Background: an optimization exercise with open tools, aiming at small area and a short achievable clock period. Do not read the settings as production practice. The RTL was checked by simulation tests, not by an equivalence proof against the original design. Power is estimated from default activity; no workload was simulated.

==> flow/design.v <==
`timescale 1ns/1ps
`default_nettype none
package cfc_pkg;
    typedef logic [5-1:0]  log_reg_t;    
    typedef logic [6-1:0] phys_reg_t;   
    typedef logic [5-1:0]  rob_tag_t;    
    typedef logic [5-1:0]  frl_ptr_t;    
    typedef logic [3-1:0] ckpt_idx_t;   
    typedef struct packed {
        logic      valid;        
        logic      reg_write;    
        logic      branch;       
        log_reg_t  rd;
        log_reg_t  rs;
        log_reg_t  rt;
        phys_reg_t new_phys;     
        rob_tag_t  branch_tag;   
        frl_ptr_t  frl_head;     
    } dispatch_req_t;
    typedef struct packed {
        logic      valid;
        logic      reg_write;
        log_reg_t  rd;
        phys_reg_t phys;         
    } commit_req_t;
    typedef struct packed {
        logic     valid;
        rob_tag_t rob_tag;       
    } flush_req_t;
    typedef struct packed {
        rob_tag_t rob_tag;       
        frl_ptr_t frl_head;      
    } flush_rsp_t;
    typedef struct packed {
        logic      hit;          
        ckpt_idx_t idx;          
    } ckpt_sel_t;
    typedef struct packed {
        ckpt_sel_t rs;
        ckpt_sel_t rt;
        ckpt_sel_t rd;
    } lookup_sel_t;
    typedef struct packed {
        phys_reg_t rs_phys;       
        phys_reg_t rt_phys;       
        phys_reg_t rd_prev_phys;  
    } rename_rsp_t;
endpackage
`default_nettype wire
`timescale 1ns/1ps
`default_nettype none
module cfc_ckpt_ctrl (
    input  wire                    clk,
    input  wire                    resetb,
    input  cfc_pkg::dispatch_req_t dispatch,
    input  wire                    commit_valid,
    input  cfc_pkg::rob_tag_t      rob_top,
    input  cfc_pkg::flush_req_t    flush,
    output cfc_pkg::lookup_sel_t   sel,
    output cfc_pkg::ckpt_idx_t     active_idx,
    output cfc_pkg::flush_rsp_t    flush_rsp,
    output logic                   full
);
    cfc_pkg::ckpt_idx_t head;                         
    cfc_pkg::ckpt_idx_t tail;                         
    cfc_pkg::ckpt_idx_t span;                         
    logic [8-1:0] slot_valid;                
    cfc_pkg::rob_tag_t slot_tag [8];         
    cfc_pkg::frl_ptr_t slot_frl [8];         
    logic [32-1:0] dirty [8];     
    logic [8-1:0] match;                     
    cfc_pkg::rob_tag_t slot_depth [8];       
    cfc_pkg::rob_tag_t flush_depth;
    cfc_pkg::ckpt_idx_t flush_idx;
    logic flush_go;
    logic release_ok;
    logic create;
    logic dirty_set;
    logic [8-1:0] rs_col;
    logic [8-1:0] rt_col;
    logic [8-1:0] rd_col;
    function automatic logic [3:0] find_newest(    
        input logic [8-1:0] col,
        input logic [3-1:0] hd,
        input logic [3-1:0] live
    );
        logic                  hit;
        logic [3-1:0] res_idx;
        logic [3-1:0] idx;
        hit     = 1'b0;
        res_idx = '0;
        for (int k = 0; k < 8; k++) begin
            idx = hd - 3'(k);
            if (!hit && (k <= 32'(live)) && col[idx]) begin
                hit     = 1'b1;
                res_idx = idx;
            end
        end
        find_newest = {hit, res_idx};
    endfunction
    assign span        = head - tail;
    assign active_idx  = head;
    assign full        = (3'(head + 1'b1) == tail);
    assign flush_depth = flush.rob_tag - rob_top;
    assign flush_go    = flush.valid && (|match);
    assign release_ok = commit_valid && slot_valid[tail] && (slot_tag[tail] == rob_top);
    assign dirty_set = dispatch.valid && dispatch.reg_write && !flush.valid;
    assign create    = dispatch.valid && dispatch.branch && !flush.valid &&
                       (!full || release_ok);    
    always_comb begin
        flush_idx = head;                         
        for (int s = 0; s < 8; s++) begin
            match[s]      = slot_valid[s] && (slot_tag[s] == flush.rob_tag);
            slot_depth[s] = slot_tag[s] - rob_top;
            if (match[s])
                flush_idx = 3'(s);
        end
    end
    assign flush_rsp.rob_tag  = slot_tag[flush_idx];
    assign flush_rsp.frl_head = slot_frl[flush_idx];
    always_comb begin
        for (int s = 0; s < 8; s++) begin
            rs_col[s] = dirty[s][dispatch.rs];
            rt_col[s] = dirty[s][dispatch.rt];
            rd_col[s] = dirty[s][dispatch.rd];
        end
        sel.rs = find_newest(rs_col, head, span);
        sel.rt = find_newest(rt_col, head, span);
        sel.rd = find_newest(rd_col, head, span);
    end
    always_ff @(posedge clk or negedge resetb) begin
        if (!resetb) begin
            head       <= '0;
            tail       <= '0;
            slot_valid <= '0;
            for (int s = 0; s < 8; s++)
                dirty[s] <= '0;
        end else begin
            if (release_ok) begin
                slot_valid[tail] <= 1'b0;
                dirty[tail]      <= '0;                   
                tail             <= tail + 1'b1;
            end
            if (flush_go) begin
                dirty[head] <= '0;                        
                for (int s = 0; s < 8; s++) begin
                    if (slot_depth[s] > flush_depth) begin    
                        slot_valid[s] <= 1'b0;
                        dirty[s]      <= '0;
                    end
                end
                slot_valid[flush_idx] <= 1'b0;            
                head                  <= flush_idx;
            end else begin
                if (dirty_set)
                    dirty[head][dispatch.rd] <= 1'b1;
                if (create) begin
                    slot_valid[head] <= 1'b1;
                    head             <= head + 1'b1;
                end
            end
        end
    end
    always_ff @(posedge clk) begin
        if (create) begin
            slot_tag[head] <= dispatch.branch_tag;
            slot_frl[head] <= dispatch.frl_head;
        end
    end
endmodule
`default_nettype wire
`timescale 1ns/1ps
`default_nettype none
module cfc_rrat (
    input  wire                    clk,
    input  wire                    resetb,
    input  cfc_pkg::dispatch_req_t dispatch,
    input  cfc_pkg::commit_req_t   commit,
    output cfc_pkg::rename_rsp_t   rsp
);
    cfc_pkg::phys_reg_t map [32];    
    always_ff @(posedge clk or negedge resetb) begin
        if (!resetb) begin
            for (int r = 0; r < 32; r++)
                map[r] <= 6'(r);
        end else if (commit.valid && commit.reg_write) begin
            map[commit.rd] <= commit.phys;
        end
    end
    always_ff @(posedge clk) begin
        if (dispatch.valid) begin
            rsp.rs_phys      <= map[dispatch.rs];
            rsp.rt_phys      <= map[dispatch.rt];
            rsp.rd_prev_phys <= map[dispatch.rd];
        end
    end
endmodule
`default_nettype wire
`timescale 1ns/1ps
`default_nettype none
module cfc_ckpt_table (
    input  wire                    clk,
    input  cfc_pkg::dispatch_req_t dispatch,
    input  cfc_pkg::lookup_sel_t   sel,
    input  cfc_pkg::ckpt_idx_t     active_idx,
    input  cfc_pkg::rename_rsp_t   rrat_rsp,
    output cfc_pkg::rename_rsp_t   rsp
);
    localparam int DEPTH = 8 * 32;
    cfc_pkg::phys_reg_t mem [DEPTH];             
    logic [3+5-1:0] wr_addr;
    logic [3+5-1:0] rs_addr;
    logic [3+5-1:0] rt_addr;
    logic [3+5-1:0] rd_addr;
    cfc_pkg::phys_reg_t rs_q;
    cfc_pkg::phys_reg_t rt_q;
    cfc_pkg::phys_reg_t rd_q;
    logic rs_hit_q;
    logic rt_hit_q;
    logic rd_hit_q;
    assign wr_addr = {active_idx, dispatch.rd};    
    assign rs_addr = {sel.rs.idx, dispatch.rs};
    assign rt_addr = {sel.rt.idx, dispatch.rt};
    assign rd_addr = {sel.rd.idx, dispatch.rd};
    always_ff @(posedge clk) begin
        if (dispatch.valid) begin
            if (dispatch.reg_write)
                mem[wr_addr] <= dispatch.new_phys;
            rs_q     <= mem[rs_addr];      
            rt_q     <= mem[rt_addr];
            rd_q     <= mem[rd_addr];
            rs_hit_q <= sel.rs.hit;
            rt_hit_q <= sel.rt.hit;
            rd_hit_q <= sel.rd.hit;
        end
    end
    assign rsp.rs_phys      = rs_hit_q ? rs_q : rrat_rsp.rs_phys;
    assign rsp.rt_phys      = rt_hit_q ? rt_q : rrat_rsp.rt_phys;
    assign rsp.rd_prev_phys = rd_hit_q ? rd_q : rrat_rsp.rd_prev_phys;
endmodule
`default_nettype wire
`timescale 1ns/1ps
`default_nettype none
module cfc (
    input  wire                    clk,
    input  wire                    resetb,
    input  cfc_pkg::dispatch_req_t dispatch,
    input  cfc_pkg::commit_req_t   commit,
    input  cfc_pkg::rob_tag_t      rob_top,
    input  cfc_pkg::flush_req_t    flush,
    output cfc_pkg::rename_rsp_t   rename,
    output cfc_pkg::flush_rsp_t    flush_rsp,
    output logic                   full
);
    cfc_pkg::lookup_sel_t sel;           
    cfc_pkg::ckpt_idx_t   active_idx;    
    cfc_pkg::rename_rsp_t rrat_rsp;      
    cfc_ckpt_ctrl u_ckpt_ctrl (
        .clk          (clk),
        .resetb       (resetb),
        .dispatch     (dispatch),
        .commit_valid (commit.valid),
        .rob_top      (rob_top),
        .flush        (flush),
        .sel          (sel),
        .active_idx   (active_idx),
        .flush_rsp    (flush_rsp),
        .full         (full)
    );
    cfc_rrat u_rrat (
        .clk      (clk),
        .resetb   (resetb),
        .dispatch (dispatch),
        .commit   (commit),
        .rsp      (rrat_rsp)
    );
    cfc_ckpt_table u_ckpt_table (
        .clk        (clk),
        .dispatch   (dispatch),
        .sel        (sel),
        .active_idx (active_idx),
        .rrat_rsp   (rrat_rsp),
        .rsp        (rename)
    );
endmodule
`default_nettype wire
`timescale 1ns/1ps
`default_nettype none
module cfc_top (
    input  wire       clk,
    input  wire       resetb,
    input  wire       dispatch_valid,
    input  wire       dispatch_reg_write,
    input  wire       dispatch_branch,
    input  wire [4:0] dispatch_rd,
    input  wire [4:0] dispatch_rs,
    input  wire [4:0] dispatch_rt,
    input  wire [5:0] dispatch_new_phys,
    input  wire [4:0] dispatch_branch_tag,
    input  wire [4:0] dispatch_frl_head,
    input  wire       commit_valid,
    input  wire       commit_reg_write,
    input  wire [4:0] commit_rd,
    input  wire [5:0] commit_phys,
    input  wire [4:0] rob_top,
    input  wire       flush_valid,
    input  wire [4:0] flush_rob_tag,
    output wire [5:0] rename_rs_phys,
    output wire [5:0] rename_rt_phys,
    output wire [5:0] rename_rd_prev_phys,
    output wire [4:0] flush_rsp_rob_tag,
    output wire [4:0] flush_rsp_frl_head,
    output wire       full
);
    cfc_pkg::dispatch_req_t dispatch;
    cfc_pkg::commit_req_t   commit;
    cfc_pkg::flush_req_t    flush;
    cfc_pkg::rename_rsp_t   rename;
    cfc_pkg::flush_rsp_t    flush_rsp;
    assign dispatch.valid      = dispatch_valid;
    assign dispatch.reg_write  = dispatch_reg_write;
    assign dispatch.branch     = dispatch_branch;
    assign dispatch.rd         = dispatch_rd;
    assign dispatch.rs         = dispatch_rs;
    assign dispatch.rt         = dispatch_rt;
    assign dispatch.new_phys   = dispatch_new_phys;
    assign dispatch.branch_tag = dispatch_branch_tag;
    assign dispatch.frl_head   = dispatch_frl_head;
    assign commit.valid        = commit_valid;
    assign commit.reg_write    = commit_reg_write;
    assign commit.rd           = commit_rd;
    assign commit.phys         = commit_phys;
    assign flush.valid         = flush_valid;
    assign flush.rob_tag       = flush_rob_tag;
    cfc u_cfc (
        .clk       (clk),
        .resetb    (resetb),
        .dispatch  (dispatch),
        .commit    (commit),
        .rob_top   (rob_top),
        .flush     (flush),
        .rename    (rename),
        .flush_rsp (flush_rsp),
        .full      (full)
    );
    assign rename_rs_phys      = rename.rs_phys;
    assign rename_rt_phys      = rename.rt_phys;
    assign rename_rd_prev_phys = rename.rd_prev_phys;
    assign flush_rsp_rob_tag   = flush_rsp.rob_tag;
    assign flush_rsp_frl_head  = flush_rsp.frl_head;
endmodule
`default_nettype wire
==> flow/run.sh <==
#!/bin/bash
# synth_recipe.tcl (not shown) runs the flow's synth.tcl, then flattens the netlist and writes it again
# the make line also repeats each setting of config.mk as NAME=value (left out here)
make -C /OpenROAD-flow-scripts/flow DESIGN_CONFIG=/design/flow/config.mk WORK_HOME=/design/flow/orfs CLKGATE_MAP_FILE= SYNTH_SCRIPT=/design/flow/synth_recipe.tcl finish
==> flow/config.mk <==
export PLATFORM = sky130hd
export DESIGN_NAME = cfc_top
export DESIGN_NICKNAME = cfc_top
export VERILOG_FILES = /design/flow/design.v
export SDC_FILE = /design/flow/constraint.sdc
export NUM_CORES = 4
export LEC_CHECK = 0
export CAP_MARGIN = 20
export CORE_MARGIN = 2
export CORE_UTILIZATION = 40
export SLEW_MARGIN = 20
==> flow/constraint.sdc <==
create_clock -name core_clock -period 5.5 [get_ports {clk}]
set_input_delay 1.1000 -clock core_clock [delete_from_list [all_inputs] [get_ports {clk}]]
set_output_delay 1.1000 -clock core_clock [all_outputs]
set_load 0.01 [all_outputs]
==> notes.md <==
worst max-delay path by stage:
stage	to	depth (start not counted)
2_1_floorplan	u_cfc.u_ckpt_table.rd_q[3]	19
3_3_place_gp	u_cfc.u_ckpt_table.rt_q[1]	21
5_1_grt	u_cfc.u_ckpt_table.rs_q[4]	18
3_5_place_dp	u_cfc.u_ckpt_table.rt_q[1]	18
4_1_cts	flush_rsp_rob_tag[2]	19
6_report	u_cfc.u_ckpt_table.rt_q[0]	21
critical path: stages:
cell	delay, ps
buf_8	200
nand3b_1	410
o21ai_1	570
buf_4	190
nor3_1	50
a22oi_1	150
buf_4	170
a311oi_1	120
buf_4	200
buf_4	130
o21ai_0	230
nand2_1	120
buf_4	170
a41oi_1	280
a2bb2oi_1	210
a31o_2	320
buf_4	170
and3_1	360
o2111ai_1	350
o22ai_1	440
a211oi_1	80
power by group through the flow:
stage | combinational [W] | clock [W] | sequential (W)
detailed placement | 0.0210 | 0 | 0.0198
floorplan | 0.0115 | 0 | 0.0190
finish | 0.0215 | 0.0163 | 0.0196
global route | 0.0226 | 0.0170 | 0.0196
global placement | 0.0209 | 0 | 0.0198
CTS | 0.0211 | 0.0164 | 0.0195
flip-flops by register name, indices dropped and copies added (netlist names):
name / count
u_cfc.u_ckpt_table.rt_hit_q: 1
u_cfc.u_ckpt_table.rs_hit_q: 1
u_cfc.u_ckpt_table.rd_hit_q: 1
u_cfc.u_ckpt_table.rs_q: 6
u_cfc.u_rrat.rsp: 18
u_cfc.u_ckpt_ctrl.head: 3
u_cfc.u_ckpt_table.rd_q: 6
u_cfc.u_rrat.map: 192
u_cfc.u_ckpt_table.rt_q: 6
u_cfc.u_ckpt_ctrl.slot_tag: 40
u_cfc.u_ckpt_table.mem: 1536
u_cfc.u_ckpt_ctrl.dirty: 256
u_cfc.u_ckpt_ctrl.slot_valid: 8
u_cfc.u_ckpt_ctrl.tail: 3
u_cfc.u_ckpt_ctrl.slot_frl: 40
final cells by class:
cell class                 count  area (sq um)  share of cell area (%)
tap                         4120          5155                   3.577
timing repair buffer        1048          9080                   6.300
clock buffer                 288          6252                   4.338
multi-input combinational   5138         60500                   41.98
inverter                      62         249.0                  0.1728
clock inverter               145          1503                   1.043
antenna                        8         20.02                 0.01389
sequential                  2117         61360                   42.58
routing by layer:
layer,up-vias,share of wire (%),track usage [%]
met3,1361,11,7.320
met1,46690,37,40.19
li1,34730,-,-
met5,-,0.052,0
met4,34,6.6,16.43
met2,6135,45,46.90
cells by family after synthesis:
logic type,share of synthesized area [%]
AOI/OAI and AO/OA,6.915
xor gates and xnor gates,0.6396
adders and majority gates,1.165
buffers and inverters,2.509
DFF,49.24
muxes,34.02
and+or+nand+nor,5.513
stage by stage:
step | setup TNS [ps] | area [sq um] | total power, W | worst slack [ps]
2_1_floorplan | 0 | 124800 | 0.03057 | 0.1417
3_3_place_gp | -34270 | 136100 | 0.04069 | -870.9
3_5_place_dp | -40230 | 136100 | 0.04081 | -867.2
4_1_cts | -23.05 | 144000 | 0.05705 | -23.05
5_1_grt | 0 | 144100 | 0.05919 | 5.132
6_report | 0 | 144100 | 0.05739 | 124.8
synthesized netlist by cell type (14+ instances only):
master / count
nor3b_1: 14
a21oi_1: 161
nand3_1: 93
mux2_2: 299
o21ai_0: 106
a221oi_1: 44
and3_1: 39
o211ai_1: 27
a22o_1: 35
edfxtp_1: 1655
nand2_1: 286
dfrtp_1: 382
xor2_1: 43
a21o_1: 36
a22oi_1: 367
o22ai_1: 63
mux2i_1: 296
mux4_2: 1596
nor4_1: 24
and2_1: 24
nand2b_1: 40
nor2b_1: 40
buf_1: 165
dfstp_2: 80
a32oi_1: 39
nand4_1: 33
a31oi_1: 44
a211oi_1: 31
nor2_1: 819
xnor2_1: 48
a222oi_1: 15
clkbuf_1: 473
ha_1: 100
nor3_1: 76
a32o_1: 16
o221ai_1: 15
inv_1: 58
buf_2: 60
repair_timing:
action	4_1_cts	5_1_grt
setup buffers	4	9
hold endpoints to repair	0	0
pin swaps	3	4
resized for setup	19	19
setup endpoints to repair	10	12
==> results by group <==
Critical path
  • R2R Setup Slk: 230 ps
  • Critical Path Start: dispatch_rt[1]
  • Worst Path Required: 6200 ps
  • CP max FO: 16
  • Critical path class: input port to flip-flop
  • R2r worst-path depth: 18
  • Crit path arrival time: 6080 ps
  • Critical Path Start Type: input port
  • Worst setup EP type: flip-flop
  • Reg2reg start: u_cfc.u_ckpt_ctrl.dirty[4][0]
  • R2R Path End: u_cfc.u_ckpt_table.rs_q[4]

Cells and area
  • Layout fillers: 26,600
  • Commonest non-fill, non-tap cells in the layout: edfxtp_1, mux4_2, buf_4
  • Area added between synthesis and finish: 15.65%
  • Non-Filler Instances: 12,930
  • Leading cell type in the layout, fill and taps excluded: edfxtp_1
  • Nets: 8,772
  • Share of cells above drive strength 1: roughly two fifths
  • Fin util: a little under half

Power
  • Clock group share of total power: 28.3%
  • Combinational fraction of design power: a little under two fifths
  • Pint: 0.03677 W
  • Sequential fraction of design power: 34.2%
  • Leak: 49.96 nW
  • Sw power: 0.02063 W
  • Max IR drop VDD: between 500 and 600 uV
  • Pwr dens: 398.2 nW/um^2
  • Net Sw Frac: 35.94%

Die
  • Die Area: between 300,000 and 400,000 sq um
  • Row Count: about 200
  • Die Wd: 562.2 microns
  • Core area: 309,400 sq um
  • Top Ports: 89
  • Die H: roughly 560 microns
  • Initial core utilization: 40.28%

Clock network
  • # H-tree levels: 4
  • Clk root buf: clkbuf_16
  • CTS Sinks: 2,117
  • Worst skew pair latency: about 970 ps
  • TritonCTS clock tree: done
  • CTS clk-pin slew, worst paths: about 60 ps
  • Hold_buf cts: 0
  • CTS max path bufs: 4
  • CTS Buf Count: about 240

Yosys
  • Async set-or-reset flop fraction in the synthesized netlist: 21.82%
  • Warnings from Yosys: 6
  • Most used flip-flop cell after synthesis: edfxtp_1
  • Yosys cell types: 112
  • FF+latch count, synth: around 2,100
  • Top-area cell type share of the netlist area: 39.88%
  • Largest cells by area after synthesis: edfxtp_1, mux4_2, dfrtp_1, mux2_2, nor2_1
  • Post-synth EDFFs: ~1,700
  • Synthesized instance count: 8,034
  • Mean Syn Cell Area: ~16 sq um
  • Register area share after synthesis: 49.24%
  • Largest area contributor in the netlist: edfxtp_1
  • Syn Std Cell Area: between 100,000 and 150,000 sq um
  • Post-Synthesis Net Count: 8,204

STA
  • Fin crit share: 97.73%
  • RSZ-0062 raised after global routing: no
  • Clock Skews: 93.53 ps
  • Max-slew headroom: a little under a fifth
  • Slew @ Worst Pin: approximately 1200 ps
  • Final setup viols: 0
  • Tmin final: 5375 ps
  • Achievable frequency: roughly 190 MHz
  • Final hold viol count: 0
  • Max Slew Vio Count: 0
  • Hold Worst Slack: about 220 ps

Routing
  • DR DRC count: 0
  • Iteration count of the initial detailed-routing pass: 7
  • Vias: 88,950
  • Initial drt markers: 13,670
  • Routed WL: 489,900 microns
  • Vias per std cell: 6.881
  • Wire per inst: about 38 microns
  • ANT nets after route: 0

Placed design
  • Placed insts: approximately 12,000
  • Number of I/O port buffers: 88
  • HPWL after DPL: 331,400 microns
  • Gp weighted congestion: 1.029

GRT
  • GRT Total Usage: 30.54%
  • Largest net degree at the start of global routing: 177
  • First-pass GRT wire length: 687,600 microns
  • Vias in the first global route: around 90,000
  • Initial antenna violation count: 27
  • Global route overflow: 0

Status
  • Status: timing/DRC/antenna clean

Min path
  • Hold Path Class: input port to asynchronous set/reset pin

Run
  • # Max-Cap Violations: 0

## separate check: timing with driven ports
No port has a modelled driver above. Below, the same layout with a new extraction and two added sets of constraints. Step 1: set_driving_cell puts a clkbuf_16 on clk and a buf_2 on each other input, an assumption about the parent block. Step 2 times the ports against the registers' clock, not the clock port: input delays grow and output delays shrink by t, the midpoint of the rising clock arrivals with the driver on. Slacks: ideal ports / drivers / drivers and shift; pairs: ideal ports / drivers.
t (ns): 1.032
setup WS [ns]: 0.125 / 0.167 / -0.866
clock arrival spread, ns: 0.110 / 0.111
slew at the worst register clock pin (ns): 0.08 / 0.08
cell pins on the clock port's net: 1
Met with ideal ports but missed after step 2: setup timing in this run. The setup slack of this run moves by +0.042 ns with the drivers and by -0.991 ns with both steps.
